This is an optimization exercise on Yosys and OpenROAD, whose aim is small area, not a production implementation.
The RTL was checked by simulation tests, not by an equivalence proof against the original design.
Power and IR drop assume default switching activity.

$ cat flow/run.sh
#!/bin/bash
# synth_recipe.tcl (not shown) runs the flow's synth.tcl, then flattens the netlist and writes it again
# the make line also repeats each setting of config.mk as NAME=value (left out here)
make -C /OpenROAD-flow-scripts/flow DESIGN_CONFIG=/design/flow/config.mk WORK_HOME=/design/flow/orfs CLKGATE_MAP_FILE= SYNTH_SCRIPT=/design/flow/synth_recipe.tcl finish
$ cat flow/config.mk
export PLATFORM = sky130hd
export DESIGN_NAME = decode_stage
export DESIGN_NICKNAME = decode_stage
export VERILOG_FILES = /design/flow/design.v
export SDC_FILE = /design/flow/constraint.sdc
export NUM_CORES = 4
export LEC_CHECK = 0
export CAP_MARGIN = 40
export CORE_MARGIN = 2
export CORE_UTILIZATION = 30
export SLEW_MARGIN = 40
$ cat flow/constraint.sdc
create_clock -name core_clock -period 5.0 [get_ports {clk}]
set_input_delay 1.0000 -clock core_clock [delete_from_list [all_inputs] [get_ports {clk}]]
set_output_delay 1.0000 -clock core_clock [all_outputs]
set_load 0.01 [all_outputs]
$ cat flow/design.v
module decode_stage #(
  parameter int DATA_W  = 32,
  parameter int REG_AW  = 5,
  parameter int DBG_IDX = 8
) (
  input  logic              clk,
  input  logic              rst_n,
  input  logic              bus_in_valid,
  output logic              bus_in_ready,
  input  logic [31:0]       bus_ins,
  input  logic [DATA_W-1:0] bus_npc_i,
  input  logic              bus_wb_en,
  input  logic [REG_AW-1:0] bus_wb_reg,
  input  logic [DATA_W-1:0] bus_wb_data,
  input  logic              bus_flush,
  output logic              bus_out_valid,
  input  logic              bus_out_ready,
  output logic [5:0]        bus_op,
  output logic [5:0]        bus_func,
  output logic [25:0]       bus_jpc,
  output logic [DATA_W-1:0] bus_imm,
  output logic [DATA_W-1:0] bus_data_a,
  output logic [DATA_W-1:0] bus_data_b,
  output logic [REG_AW-1:0] bus_dst_reg,
  output logic              bus_reg_write,
  output logic              bus_mem_read,
  output logic              bus_mem_write,
  output logic [DATA_W-1:0] bus_npc_o,
  output logic [DATA_W-1:0] bus_dbg_reg
);
  localparam int NREG = 2 ** REG_AW;
  logic [DATA_W-1:0] regs [1:NREG-1];
  logic [NREG-1:0]   vld;      
  logic [NREG-1:0]   we;       
  logic [NREG-1:0]   sel_a, sel_b;
  logic              wb_hit, byp_a, byp_b;
  logic              load;     
  logic              accept;
  logic [REG_AW-1:0] rs_idx, rt_idx;
  logic [DATA_W-1:0] d_a, d_b;
  assign rs_idx = bus_ins[25:21];
  assign rt_idx = bus_ins[20:16];
  assign wb_hit = bus_wb_en && (bus_wb_reg != '0);
  assign bus_in_ready = rst_n && !bus_flush && (!bus_out_valid || bus_out_ready);
  assign accept       = bus_in_valid && bus_in_ready;
  assign load         = !bus_out_valid || bus_out_ready;
  always_comb begin
    we = '0;
    for (int i = 1; i < NREG; i++)
      we[i] = bus_wb_en && (bus_wb_reg == REG_AW'(i));
  end
  for (genvar i = 1; i < NREG; i++) begin : g_rf
    if (i == DBG_IDX) begin : g_dbg
      always_ff @(posedge clk or negedge rst_n) begin
        if (!rst_n)     regs[i] <= '0;
        else if (we[i]) regs[i] <= bus_wb_data;
      end
    end else begin : g_plain
      always_ff @(posedge clk) begin
        if (we[i]) regs[i] <= bus_wb_data;
      end
    end
  end
  always_ff @(posedge clk or negedge rst_n) begin
    if (!rst_n) vld <= '0;
    else        vld <= vld | we;
  end
  always_comb begin
    sel_a = '0;
    sel_b = '0;
    for (int i = 1; i < NREG; i++) begin
      sel_a[i] = load && (rs_idx == REG_AW'(i)) && !we[i] && (vld[i] || i == DBG_IDX);
      sel_b[i] = load && (rt_idx == REG_AW'(i)) && !we[i] && (vld[i] || i == DBG_IDX);
    end
  end
  assign byp_a = load && wb_hit && (bus_wb_reg == rs_idx);
  assign byp_b = load && wb_hit && (bus_wb_reg == rt_idx);
  always_comb begin
    d_a = ({DATA_W{byp_a}} & bus_wb_data) | ({DATA_W{!load}} & bus_data_a);
    d_b = ({DATA_W{byp_b}} & bus_wb_data) | ({DATA_W{!load}} & bus_data_b);
    for (int i = 1; i < NREG; i++) begin
      d_a = d_a | ({DATA_W{sel_a[i]}} & regs[i]);
      d_b = d_b | ({DATA_W{sel_b[i]}} & regs[i]);
    end
  end
  assign bus_dbg_reg = regs[DBG_IDX];
  logic [5:0]  op_q;
  logic [25:0] ins_q;
  always_ff @(posedge clk or negedge rst_n) begin
    if (!rst_n)         bus_out_valid <= 1'b0;
    else if (bus_flush) bus_out_valid <= 1'b0;
    else if (accept)    bus_out_valid <= 1'b1;
    else if (bus_out_ready) bus_out_valid <= 1'b0;
  end
  always_ff @(posedge clk) begin
    bus_data_a <= d_a;
    bus_data_b <= d_b;
    if (load) begin
      op_q      <= bus_ins[31:26];
      ins_q     <= bus_ins[25:0];
      bus_npc_o <= bus_npc_i;
    end
  end
  assign bus_op   = op_q;
  assign bus_jpc  = ins_q;
  assign bus_func = ins_q[5:0];
  assign bus_imm  = (op_q == 6'h0c || op_q == 6'h0d || op_q == 6'h0e)
                  ? {16'h0, ins_q[15:0]} : {{16{ins_q[15]}}, ins_q[15:0]};
  logic [REG_AW-1:0] rd_q, rt_q;
  assign rd_q = ins_q[15:11];
  assign rt_q = ins_q[20:16];
  always_comb begin
    bus_reg_write = 1'b0;
    bus_mem_read  = 1'b0;
    bus_mem_write = 1'b0;
    bus_dst_reg   = '0;
    case (op_q)
      6'h00: begin bus_reg_write = 1'b1; bus_dst_reg = rd_q; end
      6'h08, 6'h09, 6'h0c, 6'h0d, 6'h0e, 6'h0f: begin
        bus_reg_write = 1'b1; bus_dst_reg = rt_q;
      end
      6'h20, 6'h23: begin
        bus_reg_write = 1'b1; bus_mem_read = 1'b1; bus_dst_reg = rt_q;
      end
      6'h28, 6'h2b: bus_mem_write = 1'b1;
      6'h03: begin bus_reg_write = 1'b1; bus_dst_reg = '1; end
      default: ;
    endcase
  end
endmodule
==> results of run 1 <==
Yosys cell counts (all sizes together) (2+ instances only):
master	count
and4bb	3
or4	24
a32o	7
nand4	336
nor4	91
nand3	1234
a221o	5
nor3	40
nor4b	33
a22o	133
nor2	34
and4	5
a32oi	11
nand4bb	2
nand2b	11
nand2	103
a21boi	14
dfrtp	63
clkbuf	192
o21a	16
edfxtp	1024
inv	2
xnor2	7
a22oi	208
xor2	4
buf	204
or2	35
and3	42
a221oi	53
nor2b	3
a2111oi	5
nand4b	26
dfxtp	64
and2	60
mux2	32
nand3b	2
state kept, by name, summed over array words and instances, names as in the netlist:
register / flops
regs: 992
bus_out_valid: 1
bus_npc_o: 32
bus_data_a: 32
vld: 30
op_q: 6
ins_q: 26
bus_data_b: 32
kinds of logic after synthesis:
logic type	share of synthesized area, %
flops	65.4
buf+inv	3.76
compound gates	7.33
simple gates	22.7
xor+xnor	0.187
mux	0.701
worst paths after layout:
check                               from             end  slack (ns)  cells after the start
setup / recovery                 op_q[4]  bus_dst_reg[0]        0.86                      4
hold / removal                     rst_n     regs[8][26]        0.11                      1
setup reg to reg           bus_out_valid  bus_data_a[20]        1.70                      8
hold reg to reg                  vld[25]         vld[25]        0.47                      1
max in group asynchronous          rst_n         vld[19]        3.83                      2
min in group core_clock      bus_ins[16]       ins_q[16]        0.42                      1
metrics by stage:
stage	hold slack (ns)	worst slack [ns]	total power (W)	util [%]	area [sq um]
2_1_floorplan	0.431	1.40	0.0125	-	51400
3_3_place_gp	0.453	0.399	0.0151	35.1	59600
3_5_place_dp	0.455	0.432	0.0151	35.2	59800
4_1_cts	0.0939	0.804	0.0252	37.8	64200
5_1_grt	0.127	0.622	0.0257	37.8	64200
6_report	0.114	0.862	0.0256	37.9	64400
where the power goes:
| group | switching (W) | internal, W | total (W) |
|---|---|---|---|
| clock | 0.00435 | 0.00595 | 0.0103 |
| sequential | 0.000439 | 0.0108 | 0.0113 |
| combinational | 0.00294 | 0.00109 | 0.00403 |
| total | 0.00773 | 0.0179 | 0.0256 |
worst max-delay path, delay by kind of cell, from the launching register on:
family	cells	cell delay, ns
DFF	1	0.46
buffers and inverters	1	0.54
AOI/OAI and AO/OA	1	0.26
and+or+nand+nor	2	1.07
cell usage in the layout, fill, tap and decap left out, types with 54 or more instances in the layout:
cell / netlist / layout
a22o_1: 133 / 133
diode_2: 0 / 54
edfxtp_1: 1024 / 1024
a22oi_1: 208 / 208
nand2_1: 103 / 102
dfxtp_1: 64 / 64
dfrtp_1: 63 / 63
buf_12: 0 / 57
nor4_1: 78 / 59
nand4_1: 335 / 335
buf_4: 46 / 304
clkdlybuf4s50_1: 0 / 298
clkbuf_16: 0 / 138
nand3_1: 1234 / 1234
metal layers:
metal,up-vias,share of wire (%),track usage (%)
met3,2064,18,20.3
li1,17500,-,-
met4,14,10,30.0
met5,-,0.036,0
met2,6608,38,51.0
met1,24900,34,46.0
final cells by class:
class | instances | area, sq um | share of cell area (%)
antenna | 54 | 135 | 0.210
clock buffer | 181 | 3700 | 5.76
clock inverter | 63 | 756 | 1.17
inverter | 2 | 7.51 | 0.0117
multi-input combinational | 2589 | 16700 | 26.0
sequential | 1151 | 33600 | 52.2
tap | 2218 | 2780 | 4.31
timing repair buffer | 684 | 6640 | 10.3
==> impl_results.md, run 1 <==
* Asr flop ratio synth at under 10%
* Synth area leader: edfxtp_1
* Pre-Repair DR Iteration Count at 11
* Slew HR at 33.6%
* Largest net degree at the start of global routing at 66
* Fin cells at 6942
* Syn Inst Count at 4138
* DRT iter0 DRCs at 12.1k
* Die H at roughly 420 um
* Leakage at 21.0 nW
* Placer Congestion at 1.05
* Cell row count at 151
* # DRC at 0
* Setup TNS at 0 ns
* Clock Latency Late Sink at 0.83 ns
* Hold buffer count at cts at 0
* Number of enable flip-flop cells after synthesis at 1024
* Status: no timing/DRC/antenna violations
* Final Max Tran Viols at 0
* GR Overflow Total at 0
* FF+latch count, synth at ~1.2k
* RSZ-0062 raised after global routing: no
* Hold WC Path Type: in2async
* Yosys cell types at 70
* Worst Path Max Fanout at 6
* CTS root buf: clkbuf_16
* Clock slew seen by the registers of the worst setup and hold paths at 0.06 ns
* Routed vias at 51.1k
* F_max at about 240 MHz
* PostCTS Resize Cnt at 0
* Initial antenna violation count at 32
* Max_cap viols at 0
* Port Buf Inserts at 314
* CTS buffer count at 132
* Setup Skew at 0.0342 ns
* Critical Path AT at roughly 3.1 ns
* Drt via density at 7.36
* CTS tree: yes
* Placed insts at 6644
* Sequential fraction of the synthesis area at 65.4%
* Yosys top cell area share at 59.8%
* Tot GR Track Use at 38.4%
* WL final at 347 mm
* Final HPWL DP at between 200 and 250 mm
* First-pass GRT wire length at about 440 mm
* Setup crit start kind: register
* Clk buf depth at 3
* Vias in the first global route at between 40k and 50k
* Die span in x at 418 um
* Antenna-violating nets left at 0
* Final period utilization at 82.8%
* Crit Path Class: reg2out
* Ports at 315
* Pwr/cell area at between 300 and 400 mW/mm^2
* DR WL/cell at about 50 um
* Hold Vio Cnt, Final at 0
* Max IR drop VDD at about 0.00040 V
* Crit-path cells: or4_1 -> nor3_1 -> a221o_1 -> clkdlybuf4s50_1
* Area Growth Syn to Fin at 25.2%
* Sink Count at about 1.2k
* Area contributors post-synth: edfxtp_1 (60%), nand3_1 (12%), nand4_1 (4.1%)
* Final setup fails at 0
* Worst Path Required at roughly 4 ns
* Fin crit period at 4.14 ns
* Ys Warns at 2
* Die area at 0.175 sq mm
* Slew @ Worst Pin at roughly 1 ns
* CTS H-tree depth at 4
* Mean Syn Cell Area at 12.4 sq um
* Critical path's largest stage delay at slightly below 0.6 ns
* Total setup buffers inserted after CTS at 0
* Fill cells at 16.2k
* Number of nets in the layout at 4667
* CP max stage cell: or4_1
* Most used DFF post-synth: edfxtp_1
* Mapped Area at ~0.051 sq mm
* Initial Utilization at a little under a third
* CP Capture Type: output port
* Core Area at 0.170 sq mm
* Layout cells sized above 1 at 17.0%
==> run 2: changes to the inputs <==
==> flow/flow/run.sh (new file) <==
#!/bin/bash
set -euo pipefail
W=$PWD
rm -rf "$W/scripts_area"
cp -r "$FLOW_HOME/scripts" "$W/scripts_area"
cp "$W/flow/abc_area.script" "$W/scripts_area/abc_area.script"
cat >> config.mk <<'EOC'
export BUFFER_PORTS_ARGS = -buffer_cell sky130_fd_sc_hd__buf_1
export CTS_ARGS = -sink_clustering_enable -repair_clock_nets -dont_use_dummy_load -buf_list {sky130_fd_sc_hd__clkbuf_8} -sink_clustering_size 18 -sink_clustering_max_diameter 50
EOC
cp config.mk config_used.mk
bash standard.sh SCRIPTS_DIR="$W/scripts_area" ABC_AREA=1 synth > synth_make.log 2>&1
bash standard.sh > layout_make.log 2>&1
==> flow/flow/abc_area.script (new file) <==
strash
dc2
&get -n
&st
&dch -f
&nf -a -R 1000
&put
==> flow/standard.sh (new file) <==
#!/bin/bash
# synth_recipe.tcl (not shown) runs the flow's synth.tcl, then flattens the netlist and writes it again
# the make line also repeats each setting of config.mk as NAME=value (left out here)
make -C /OpenROAD-flow-scripts/flow DESIGN_CONFIG=/design/flow/config.mk WORK_HOME=/design/flow/orfs CLKGATE_MAP_FILE= SYNTH_SCRIPT=/design/flow/synth_recipe.tcl "${@:-finish}"
--- a/flow/config.mk
+++ b/flow/config.mk
@@ -7,5 +7,7 @@
 export LEC_CHECK = 0
-export CAP_MARGIN = 40
+export CAP_MARGIN = 5
 export CORE_MARGIN = 2
-export CORE_UTILIZATION = 30
-export SLEW_MARGIN = 40
+export CORE_UTILIZATION = 38
+export SLEW_MARGIN = 5
+export BUFFER_PORTS_ARGS = -buffer_cell sky130_fd_sc_hd__buf_1
+export CTS_ARGS = -sink_clustering_enable -repair_clock_nets -dont_use_dummy_load -buf_list {sky130_fd_sc_hd__clkbuf_8} -sink_clustering_size 18 -sink_clustering_max_diameter 50
removed: flow/run.sh
==> run 2 against run 1 <==
  * Now fails the layout checks on max-capacitance violations, max-slew violations
  * Die area shrank 31%
  * Highest routed layer unchanged
  * Final area shrank 19%
  * Fmax is 16% higher
  * Via count fell by 26%
  * Critical endpoint is now bus_dst_reg[3]
  * Cell count decreased by 31%
==> impl_results.md, run 2 <==
* Yosys top cell area share at 68.3% (+8.5 points)
* Largest net degree at the start of global routing at 92 (+39%)
* Hold Vio Cnt, Final at 0 (unchanged)
* Setup TNS at 0 ns (unchanged)
* Mean Syn Cell Area at 17.0 sq um (+37%)
* Fin crit period at 3.57 ns (-0.568 ns)
* Sink Count at 1151 (unchanged)
* # DRC at 0 (unchanged)
* Port Buf Inserts at 314 (unchanged)
* Worst Reg-to-Reg Cells at 9 (+1)
* Clock slew seen by the registers of the worst setup and hold paths at 0.09 ns (+0.03 ns)
* CP delay by family, top: simple AND/OR/NAND/NOR gates
* Most common cell in the synthesized netlist: edfxtp_1
* Sequential share of power at 63.9% (+20 points)
* Internal at 0.0131 W (-26%)
* Pre-Repair DR Iteration Count at 14 (+3)
* F_max at 280 MHz (+16%)
* Die area at 0.121 sq mm (-31%)
* Clock Latency Late Sink at 0.85 ns (+0.02 ns)
* Most common cell after layout, fill and taps aside: edfxtp_1
* Die H at 348 um (-17%)
* Syn Inst Count at 2644 (-36%)
* Worst Path Required at 4.00 ns (about the same)
* CTS H-tree depth at 3 (-1)
* Area Growth Syn to Fin at 15.3%
* Switching share of power at 25.0% (-5.3 points)
* CTS tree: yes
* CP max stage cell: nor3_1
* Placed insts at 4654 (-30%)
* Switching power at 0.00437 W (-44%)
* Leakage at 16.3 nW (-22%)
* Crit-path cells: nor2_1 -> nand2_1 -> nor3_1 -> a221o_1 -> buf_1
* Cell row count at 126 (-17%)
* Vias in the first global route at 35.3k (-22%)
* Routed vias at 37.8k (-26%)
* Final period utilization at 71.4% (-11 points)
* CTS buffer count at 109 (-17%)
* Setup crit start kind: register
* Max_cap viols at 1 (+1)
* Status: finished with violations
* Tot GR Track Use at 34.5% (-4.0 points)
* Crit Path Class: reg2out
* Critical Path AT at 2.57 ns (-0.57 ns)
* DR WL/cell at 45.3 um (-9.5%)
* Number of enable flip-flop cells after synthesis at 1024 (unchanged)
* Final Max Tran Viols at 11 (+11)
* R2r setup slk at 1.72 ns (+0.02 ns)
* Layout cells sized above 1 at 12.6% (-4.3 points)
* GR Overflow Total at 0 (unchanged)
* Synth top cells by count: edfxtp_1 (1024), a222oi_1 (444), a22oi_1 (235), nand4_1 (169)
* Hold_ws at 0.201 ns (+0.0873 ns)
* Comb pwr share at 7.5% (-8.3 points)
* Layout Check Failures: max-capacitance violations, max-slew violations
* Core Area at 0.118 sq mm (-31%)
* Hold WC Path Type: in2async
* Most used DFF post-synth: edfxtp_1
* Clk buf depth at 3 (unchanged)
* Drt via density at 7.93 (+7.7%)
* Number of nets in the layout at 3336 (-29%)
* FF+latch count, synth at 1151 (unchanged)
* Slew HR at -3.17% (-37 points)
* Antenna-violating nets left at 0 (unchanged)
* RSZ-0062 raised after global routing: no
* CTS root buf: clkbuf_8
* R2r startpoint: bus_out_valid
* DRT iter0 DRCs at 13.0k (+7.1%)
* Final setup fails at 0 (unchanged)
* First-pass GRT wire length at 289 mm (-35%)
* Fin cells at 4775 (-31%)
* Total setup buffers inserted after CTS at 0 (unchanged)
* Final design instance area without fill at 0.0519 sq mm (-19%)
* Final HPWL DP at 113 mm (-46%)
* Slew @ Worst Pin at 1.55 ns (+0.549 ns)
* Critical path's largest stage delay at 0.54 ns (-0.05 ns)
* CP Capture Type: output port
* Hold buffer count at cts at 0 (unchanged)
* Placed Area at 0.0504 sq mm (-16%)
* Ports at 315 (unchanged)
* Sequential fraction of the synthesis area at 74.7% (+9.3 points)
* Pwr/cell area at 337 mW/mm^2 (-15%)
* Mapped Area at 0.0450 sq mm (-12%)
* Setup Skew at 0.0904 ns (+0.0562 ns)
* RR Endpoint: bus_data_b[0]
* Initial Utilization at 38.2% (+7.9 points)
* Initial antenna violation count at 11 (-66%)
* Top reg by flops: regs
* Most frequent cells in the layout: edfxtp_1 (1024), a222oi_1 (444), buf_1 (313)
* Yosys cell types at 33 (-53%)
* Asr flop ratio synth at 5.47% (unchanged)
* Ys Warns at 2 (unchanged)
* Clk network pwr share at 28.6% (-12 points)
* Area contributors post-synth: edfxtp_1 (68%), a222oi_1 (9.9%), a22oi_1 (3.9%)
* WL final at 216 mm (-38%)
* Die span in x at 348 um (-17%)
* Max IR drop VDD at 0.000207 V (-48%)
* Worst Path Max Fanout at 6 (unchanged)
* Placer Congestion at 0.931 (-12%)
* PostCTS Resize Cnt at 0 (unchanged)
* WP buf/inv at 1 (unchanged)
* Max FFs per register at 992 (unchanged)
* Synth area leader: edfxtp_1
==> run 2: worst max-delay path by stage <==
stage                              from              to  slack, ns  cells after the start
after floorplan           bus_wb_reg[0]   bus_data_b[0]      -0.03                      8
after global placement    bus_wb_reg[4]  bus_data_a[17]       0.96                      9
after detailed placement  bus_wb_reg[2]   bus_data_b[0]       0.91                     11
after CTS                 bus_out_valid    bus_in_ready       1.42                      6
after global routing      bus_out_valid    bus_in_ready       1.28                      6
final                           op_q[5]  bus_dst_reg[3]       1.43                      5
==> run 2: power by group through the flow <==
stage	Clock [W]	Sequential, W	Combinational, W
after CTS	0.00499	0.0112	0.00127
after detailed placement	0	0.0114	0.00127
after global placement	0	0.0114	0.00125
after global routing	0.00532	0.0112	0.00136
after floorplan	0	0.0113	0.000489
final	0.00500	0.0112	0.00131
==> run 2: metal layers <==
layer  part of all wire (%)  vias up  global-route usage [%]
met5                  0.018        -                       0
met4                    8.5        6                    22.4
met3                     18     1364                    13.9
met2                     41     4836                    50.0
met1                     32    18200                    42.5
li1                       -    13400                       -
==> run 2: worst register-to-register path: stages, from the launching register on <==
cell	delay [ns]
dfrtp_1	0.35
nor2b_4	0.32
buf_12	0.56
nor4_2	0.22
buf_4	0.42
a222oi_1	0.46
nand2_1	0.09
a221oi_1	0.27
nand4_1	0.13
or3_1	0.37
==> run 2: per-stage QoR <==
step | utilization, % | worst slack (ns) | total power (W)
finish | 44.1 | 1.43 | 0.0175
global route | 44.1 | 1.28 | 0.0179
CTS | 44.1 | 1.42 | 0.0174
detailed placement | 42.8 | 0.906 | 0.0127
floorplan | - | -0.0348 | 0.0118
global placement | 42.8 | 0.958 | 0.0126
==> run 2: final cells by class <==
class	count	area [sq um]
Multi-Input combinational cell	1451	11900
Tap cell	1536	1920
Inverter	5	31.3
Fill cell	10400	65900
Antenna cell	12	30.0
Sequential cell	1151	33600
Timing Repair Buffer	511	2960
Clock buffer	109	1500
==> run 2: logic make-up after synthesis <==
group,Yosys count,share of synthesized area (%)
AOI/OAI and AO/OA,838,16.7
DFF,1151,74.7
muxes,32,0.801
and+or+nand+nor,570,6.91
xor gates and xnor gates,11,0.214
buffers and inverters,42,0.659
==> run 3: changes to the inputs <==
--- a/flow/flow/run.sh
+++ b/flow/flow/run.sh
@@ -8,3 +8,3 @@
 export BUFFER_PORTS_ARGS = -buffer_cell sky130_fd_sc_hd__buf_1
-export CTS_ARGS = -sink_clustering_enable -repair_clock_nets -dont_use_dummy_load -buf_list {sky130_fd_sc_hd__clkbuf_8} -sink_clustering_size 18 -sink_clustering_max_diameter 50
+export CTS_ARGS = -sink_clustering_enable -repair_clock_nets -dont_use_dummy_load -buf_list {sky130_fd_sc_hd__clkbuf_8} -sink_clustering_size 16 -sink_clustering_max_diameter 80
 EOC
==> flow/config.mk (replaced) <==
export PLATFORM = sky130hd
export DESIGN_NAME = decode_stage
export DESIGN_NICKNAME = decode_stage
export VERILOG_FILES = /design/flow/design.v
export SDC_FILE = /design/flow/constraint.sdc
export NUM_CORES = 4
export LEC_CHECK = 0
export CAP_MARGIN = 10
export CORE_MARGIN = 2
export CORE_UTILIZATION = 38
export SLEW_MARGIN = 10
export BUFFER_PORTS_ARGS = -buffer_cell sky130_fd_sc_hd__buf_1
export CTS_ARGS = -sink_clustering_enable -repair_clock_nets -dont_use_dummy_load -buf_list {sky130_fd_sc_hd__clkbuf_8} -sink_clustering_size 16 -sink_clustering_max_diameter 80
==> run 3 against run 2 <==
  * Now clean on timing, DRC and antenna
  * Total power is 2.8% lower
  * Register-to-register slack hardly changed
  * Combinational power hardly changed
  * Die area stayed put
  * Area after synthesis stayed put
  * Clock power is 9.6% lower
  * Hold slack better by 0.022 ns
  * Sequential cell count stayed put
  * Setup slack better by 0.075 ns
  * Synthesized cell count stayed put
==> impl_results.md, run 3 <==
* Status: no timing/DRC/antenna violations
* Critical Path AT at 2.49 ns (-0.08 ns)
* Fin cells at 4749 (-0.54%)
* Port Buf Inserts at 314 (unchanged)
* Initial antenna violation count at 11 (unchanged)
* F_max at 286 MHz (+2.1%)
* Most used DFF post-synth: edfxtp_1
* Routed vias at 37.5k (-0.98%)
* Cell row count at 126 (unchanged)
* Clk buf depth at 3 (unchanged)
* RSZ-0062 raised after global routing: no
* Slew HR at 4.55% (+7.7 points)
* Most common cell in the synthesized netlist: edfxtp_1
* Worst Reg-to-Reg Cells at 9 (unchanged)
* WL final at 216 mm (about the same)
* Syn Inst Count at 2644 (unchanged)
* DR WL/cell at 45.5 um (+0.45%)
* Simple-gate area share of the yosys netlist at 6.91% (unchanged)
* Mean Syn Cell Area at 17.0 sq um (unchanged)
* Placed insts at 4654 (unchanged)
* Worst Path Required at 4.00 ns (about the same)
* Clock Latency Late Sink at 0.83 ns (-0.02 ns)
* Crit Path Class: reg2out
* DRT iter0 DRCs at 12.8k (-1.0%)
* Final period utilization at 69.9% (-1.5 points)
* Stages on the worst setup path at 5 (unchanged)
* Most frequent cells in the layout: edfxtp_1 (1024), a222oi_1 (444), buf_1 (313)
* Synth area leader: edfxtp_1
* Yosys cell types at 33 (unchanged)
* Setup Skew at 0.0801 ns (-0.0102 ns)
* Antenna-violating nets left at 0 (unchanged)
* XOR/XNOR share of the synthesized area at 0.214% (unchanged)
* Largest family of logic cells by synthesized area: compound AO/OA/AOI/OAI gates
* CTS H-tree depth at 3 (unchanged)
* Sink Count at 1151 (unchanged)
* Max IR drop VDD at 0.000194 V (-6.0%)
* Max FFs per register at 992 (unchanged)
* CTS root buf: clkbuf_8
* Total power at 0.0170 W (-2.8%)
* Hold WC Path Type: in2async
* Leakage at 16.1 nW (-1.1%)
* CTS tree: yes
* CP Capture Type: output port
* Pwr/cell area at 330 mW/mm^2 (-2.1%)
* WP buf/inv at 1 (unchanged)
* Pre-Repair DR Iteration Count at 17 (+3)
* Largest net degree at the start of global routing at 92 (unchanged)
* Fin crit period at 3.49 ns (-0.0749 ns)
* CTS buffer count at 84 (-23%)
* First-pass GRT wire length at 289 mm (about the same)
* CP delay by family, top: simple AND/OR/NAND/NOR gates
* Ys Warns at 2 (unchanged)
* Die H at 348 um (unchanged)
* CP max stage cell: nor3_1
* Tot GR Track Use at 34.5% (about the same)
* Critical path's largest stage delay at 0.55 ns (about the same)
* Die span in x at 348 um (unchanged)
* Hold buffer count at cts at 0 (unchanged)
* Sequential fraction of the synthesis area at 74.7% (unchanged)
* Initial Utilization at 38.2% (unchanged)
* Asr flop ratio synth at 5.47% (unchanged)
* Setup crit start kind: register
* GR Overflow Total at 0 (unchanged)
* Die area at 0.121 sq mm (unchanged)
* Total setup buffers inserted after CTS at 0 (unchanged)
* Final Max Tran Viols at 0 (-11)
* Finished Core Util at 43.8% (-0.29 points)
* Area Growth Syn to Fin at 14.6%
* Layout cells sized above 1 at 11.9% (-0.68 points)
* Placer Congestion at 0.931 (unchanged)
* Multiplexer area fraction after synthesis at 0.801% (unchanged)
* Hold Vio Cnt, Final at 0 (unchanged)
* Max_cap viols at 0 (-1)
* Final setup fails at 0 (unchanged)
* Mapped Area at 0.0450 sq mm (unchanged)
* Clock slew seen by the registers of the worst setup and hold paths at 0.10 ns (about the same)
* Final HPWL DP at 113 mm (unchanged)
* Slew @ Worst Pin at 1.43 ns (-0.119 ns)
* PostCTS Resize Cnt at 0 (unchanged)
* Area contributors post-synth: edfxtp_1 (68%), a222oi_1 (9.9%), a22oi_1 (3.9%)
* Hold_ws at 0.223 ns (+0.0215 ns)
* Most common cell after layout, fill and taps aside: edfxtp_1
* # DRC at 0 (unchanged)
* Compound-Gate Fraction of Synth Area at 16.7% (unchanged)
* Number of enable flip-flop cells after synthesis at 1024 (unchanged)
* Core Area at 0.118 sq mm (unchanged)
* FF+latch count, synth at 1151 (unchanged)
* Ports at 315 (unchanged)
* Crit-path cells: nor2_1 -> nand2_1 -> nor3_1 -> a221o_1 -> buf_1
* Number of nets in the layout at 3311 (-0.75%)
* Synth top cells by count: edfxtp_1 (1024), a222oi_1 (444), a22oi_1 (235), nand4_1 (169)
* Yosys top cell area share at 68.3% (unchanged)
* Post-Synth Adder-Cell Area at 0% (unchanged)
* Worst Path Max Fanout at 6 (unchanged)
* Setup TNS at 0 ns (unchanged)
* Top reg by flops: regs
* Drt via density at 7.89 (-0.44%)
* Vias in the first global route at 35.0k (-0.82%)
[run 3: cell counts after synthesis]
Identical to the previous run, type by type.
[run 3: through the flow]
stage / cell area, sq um / setup slack, ns
finish: 51600 / 1.51
global route: 51500 / 1.30
CTS: 51500 / 1.43
detailed placement: 50400 / 0.906
global placement: 50400 / 0.958
floorplan: 45300 / -0.0348
[run 3: layer usage]
layer | track usage, % | vias up | wire (um)
li1 | - | 13300 | -
met3 | 14.1 | 1309 | 39000
met5 | 0 | - | 42
met1 | 42.7 | 18000 | 69200
met4 | 21.8 | 8 | 17900
met2 | 50.0 | 4849 | 89800
[run 3: cells by family after synthesis]
logic type / Yosys count
compound gates: 838
flops: 1151
xor+xnor: 11
buf+inv: 42
simple gates: 570
mux: 32
[run 3: area by class of cell]
type                       instances  area, sq um
multi-input combinational       1451        11900
tap                             1536         1920
timing repair buffer             511         2960
inverter                           5         31.3
fill                           10500        66200
antenna                           11         27.5
sequential                      1151        33600
clock buffer                      84         1160
[run 3: final timing paths]
path | from | to | slack (ns)
hold reg to reg | regs[13][15] | bus_data_b[15] | 0.51
setup reg to reg | bus_out_valid | bus_data_b[0] | 1.72
hold / removal | rst_n | regs[8][7] | 0.22
max in group asynchronous | rst_n | vld[28] | 3.63
setup / recovery | op_q[4] | bus_dst_reg[3] | 1.51
min in group core_clock | bus_npc_i[17] | bus_npc_o[17] | 0.38
[run 3: power by group]
group,switching (W),internal [W]
Sequential,0.000387,0.0108
Combinational,0.000901,0.000407
Clock,0.00302,0.00151
==> run 4: changes to the inputs <==
--- a/flow/flow/run.sh
+++ b/flow/flow/run.sh
@@ -1,2 +1,6 @@
 #!/bin/bash
+# The standard ORFS layout (standard.sh), built differently in these ways:
+#  * port buffers use the smallest buffer (buf_1),
+#  * clock tree from small clock buffers, without dummy loads,
+#  * floorplan only removes synthesis buffers (no pre-placement upsizing).
 set -euo pipefail
@@ -7,2 +11,3 @@
 cat >> config.mk <<'EOC'
+export REMOVE_ABC_BUFFERS = 1
 export BUFFER_PORTS_ARGS = -buffer_cell sky130_fd_sc_hd__buf_1
--- a/flow/config.mk
+++ b/flow/config.mk
@@ -7,6 +7,7 @@
 export LEC_CHECK = 0
-export CAP_MARGIN = 10
+export CAP_MARGIN = 20
 export CORE_MARGIN = 2
 export CORE_UTILIZATION = 38
-export SLEW_MARGIN = 10
+export SLEW_MARGIN = 20
+export REMOVE_ABC_BUFFERS = 1
 export BUFFER_PORTS_ARGS = -buffer_cell sky130_fd_sc_hd__buf_1
==> run 4 against run 3 <==
  * Still clean
  * Cell count grew 0.13%
  * Synthesized cell count is the same
  * Global-route usage is essentially flat
==> impl_results.md, run 4 <==
* Cell row count at 126 (unchanged)
* Number of enable flip-flop cells after synthesis at 1024 (unchanged)
* Initial antenna violation count at 10 (-1)
* Ys Warns at 2 (unchanged)
* Area Growth Syn to Fin at 14.1%
* F_max at 266 MHz (-7.2%)
* Final period utilization at 75.3% (+5.4 points)
* Multiplexer area fraction after synthesis at 0.801% (unchanged)
* Total setup buffers inserted after CTS at 0 (unchanged)
* CTS buffer count at 83 (-1.2%)
* Ports at 315 (unchanged)
* Tot GR Track Use at 34.5% (about the same)
* # DRC at 0 (unchanged)
* Top reg by flops: regs
* Slew @ Worst Pin at 1.35 ns (-0.0810 ns)
* Worst Path Max Fanout at 32 (+26)
* FF+latch count, synth at 1151 (unchanged)
* WL final at 218 mm (+0.74%)
* Die area at 0.121 sq mm (unchanged)
* Mapped Area at 0.0450 sq mm (unchanged)
* Die H at 348 um (unchanged)
* Clock Latency Late Sink at 0.82 ns (about the same)
* Pre-Repair DR Iteration Count at 21 (+4)
* Max FFs per register at 992 (unchanged)
* Fin crit period at 3.76 ns (+0.270 ns)
* Number of nets in the layout at 3321 (+0.30%)
* Initial Utilization at 38.2% (unchanged)
* Routed vias at 37.5k (+0.12%)
* Port Buf Inserts at 314 (unchanged)
* Synth area leader: edfxtp_1
* Final design instance area without fill at 0.0514 sq mm (-0.39%)
* Final Max Tran Viols at 0 (unchanged)
* CTS tree: yes
* First-pass GRT wire length at 289 mm (-0.22%)
* CTS H-tree depth at 3 (unchanged)
* Clock slew seen by the registers of the worst setup and hold paths at 0.11 ns (about the same)
* Layout cells sized above 1 at 12.2% (+0.24 points)
* Hold WC Path Type: in2async
* Critical Path AT at 4.40 ns (+1.91 ns)
* Crit Path Class: in2reg
* Sink Count at 1151 (unchanged)
* Hold Vio Cnt, Final at 0 (unchanged)
* Post-Synth Adder-Cell Area at 0% (unchanged)
* Sequential fraction of the synthesis area at 74.7% (unchanged)
* Final HPWL DP at 116 mm (+2.4%)
* Syn Inst Count at 2644 (unchanged)
* Hold buffer count at cts at 0 (unchanged)
* Synth top cells by count: edfxtp_1 (1024), a222oi_1 (444), a22oi_1 (235), nand4_1 (169)
* Max_cap viols at 0 (unchanged)
* DRT iter0 DRCs at 12.8k (-0.070%)
* Pwr/cell area at 330 mW/mm^2 (about the same)
* Antenna-violating nets left at 0 (unchanged)
* Most common cell after layout, fill and taps aside: edfxtp_1
* CP Capture Type: register
* Placer Congestion at 0.942 (+1.1%)
* Final setup fails at 0 (unchanged)
* PostCTS Resize Cnt at 0 (unchanged)
* Compound-Gate Fraction of Synth Area at 16.7% (unchanged)
* Status: no timing/DRC/antenna violations
* Hold_ws at 0.264 ns (+0.0410 ns)
* Area contributors post-synth: edfxtp_1 (68%), a222oi_1 (9.9%), a22oi_1 (3.9%)
* Max IR drop VDD at 0.000180 V (-7.2%)
* Yosys top cell area share at 68.3% (unchanged)
* Crit-path cells: buf_1 -> nand2_1 -> nor3_2 -> nor3_2 -> buf_4 -> a22oi_1 -> nand2_1 -> a221oi_1 -> nand4_1 -> or3_1
* Largest family of logic cells by synthesized area: compound AO/OA/AOI/OAI gates
* Core Area at 0.118 sq mm (unchanged)
* Simple-gate area share of the yosys netlist at 6.91% (unchanged)
* Slew HR at 9.86% (+5.3 points)
* Mean Syn Cell Area at 17.0 sq um (unchanged)
* Largest net degree at the start of global routing at 67 (-27%)
* CP max stage cell: nor3_2
* Setup crit start kind: input pin
* Yosys cell types at 33 (unchanged)
* Most common cell in the synthesized netlist: edfxtp_1
* Most used DFF post-synth: edfxtp_1
* Worst Path Required at 5.63 ns (+1.63 ns)
* CTS root buf: clkbuf_8
* GR Overflow Total at 0 (unchanged)
* Leakage at 16.0 nW (-0.71%)
* Most frequent cells in the layout: edfxtp_1 (1024), a222oi_1 (444), buf_1 (313)
* Placed Area at 0.0502 sq mm (-0.37%)
* Clk buf depth at 3 (unchanged)
* Vias in the first global route at 34.9k (-0.33%)
* Drt via density at 7.89 (about the same)
* Critical path's largest stage delay at 0.74 ns (+0.19 ns)
* Fill cells at 10.4k (-0.94%)
* RSZ-0062 raised after global routing: no
* Asr flop ratio synth at 5.47% (unchanged)
* Die span in x at 348 um (unchanged)
* DR WL/cell at 45.7 um (+0.61%)
* Setup Skew at 0.0875 ns (+0.00733 ns)
* XOR/XNOR share of the synthesized area at 0.214% (unchanged)
-- run 4: cell counts after synthesis --
No cell type changed its count.
-- run 4: worst paths after layout --
path                                     from             end  slack, ns  cells past startpoint
max in group asynchronous               rst_n         vld[15]       3.54                      2
min in group core_clock           bus_ins[26]         op_q[0]       0.41                      1
worst max-delay path            bus_wb_reg[2]  bus_data_b[28]       1.24                     10
worst max register to register  bus_out_valid  bus_data_b[19]       1.40                      8
worst min-delay path                    rst_n     regs[8][23]       0.26                      1
worst min register to register    regs[5][24]  bus_data_b[24]       0.50                      2
-- run 4: kinds of logic (layout without fill, tap and decap cells) --
logic type,Yosys count,count (layout)
mux,32,32
other cells,0,7
flops,1151,1151
compound gates,838,838
simple gates,570,570
xor+xnor,11,11
buf+inv,42,610
-- run 4: final cells by class --
class                      instances  area, sq um  share of cell area (%)
sequential                      1151        33600                    65.4
timing repair buffer             522         3020                    5.88
inverter                           5         18.8                  0.0365
tap                             1536         1920                    3.74
antenna                            7         17.5                  0.0341
clock buffer                      83         1140                    2.22
multi-input combinational       1451        11600                    22.7
-- run 4: layer usage --
layer  vias up  wire (um)  GRT usage (%)
met5         -        121          0.240
met4         8      19100           22.1
met3      1385      39900           14.9
met2      4813      88000           48.9
met1     18000      70300           42.8
li1      13400          -              -
-- run 4: worst max-delay path, delay by kind of cell --
family	cells	cell delay, ns
and+or+nand+nor	6	1.84
AOI/OAI and AO/OA	2	0.64
buffers and inverters	2	0.79
-- run 4: power breakdown --
part,switching [W],internal [W]
logic,0.000885,0.000403
registers,0.000401,0.0108
clock network,0.00298,0.00149
total,0.00426,0.0127
-- run 4: metrics by stage --
step	cells	util, %	worst slack, ns	total power, W	TNS [ns]
after detailed placement	4664	42.6	0.756	0.0126	0
after floorplan	2607	-	-4.82	0.0117	-498.72
after global routing	4751	43.6	1.22	0.0173	0
after CTS	4747	43.6	1.34	0.0169	0
after global placement	4663	42.6	0.751	0.0126	0
final	4755	43.6	1.24	0.0170	0

[static timing again, ports no longer ideal]
The results above use ideal ports. As a check the final layouts listed here were re-extracted and re-timed, cells and wires unchanged.
Step 1 sets driving cells, clkbuf_16 on the clock port and buf_2 on the other inputs (assumed; they add their load-dependent delay and slew).
Step 2 adds t to the input delays and takes it off the output delays; t is the mean of the earliest and latest rising clock arrival at the registers after step 1. Input paths then give back, and output paths get back, about the clock's delay inside the block.
Three values: ideal, step 1, step 2; two values: the first two.
| run | t (ns) | setup slack, ns | hold WS [ns] | worst setup path after step 2 | cell pins on the clock port's net |
|---|---|---|---|---|---|
| run 1 | 0.894 | 0.862 / 0.778 / 0.220 | 0.114 / 0.056 / 0.467 | input to register | 1 |
| run 2 | 0.887 | 1.430 / 1.355 / 0.735 | 0.201 / 0.148 / 0.505 | input to register | 1 |
| run 3 | 0.852 | 1.505 / 1.429 / 0.767 | 0.223 / 0.169 / 0.505 | input to register | 1 |
| run 4 | 0.839 | 1.235 / 1.269 / 0.430 | 0.264 / 0.220 / 0.503 | input to register | 1 |
The setup slack of run 4, which loses most, moves by +0.034 ns with the drivers and by -0.805 ns with both steps.
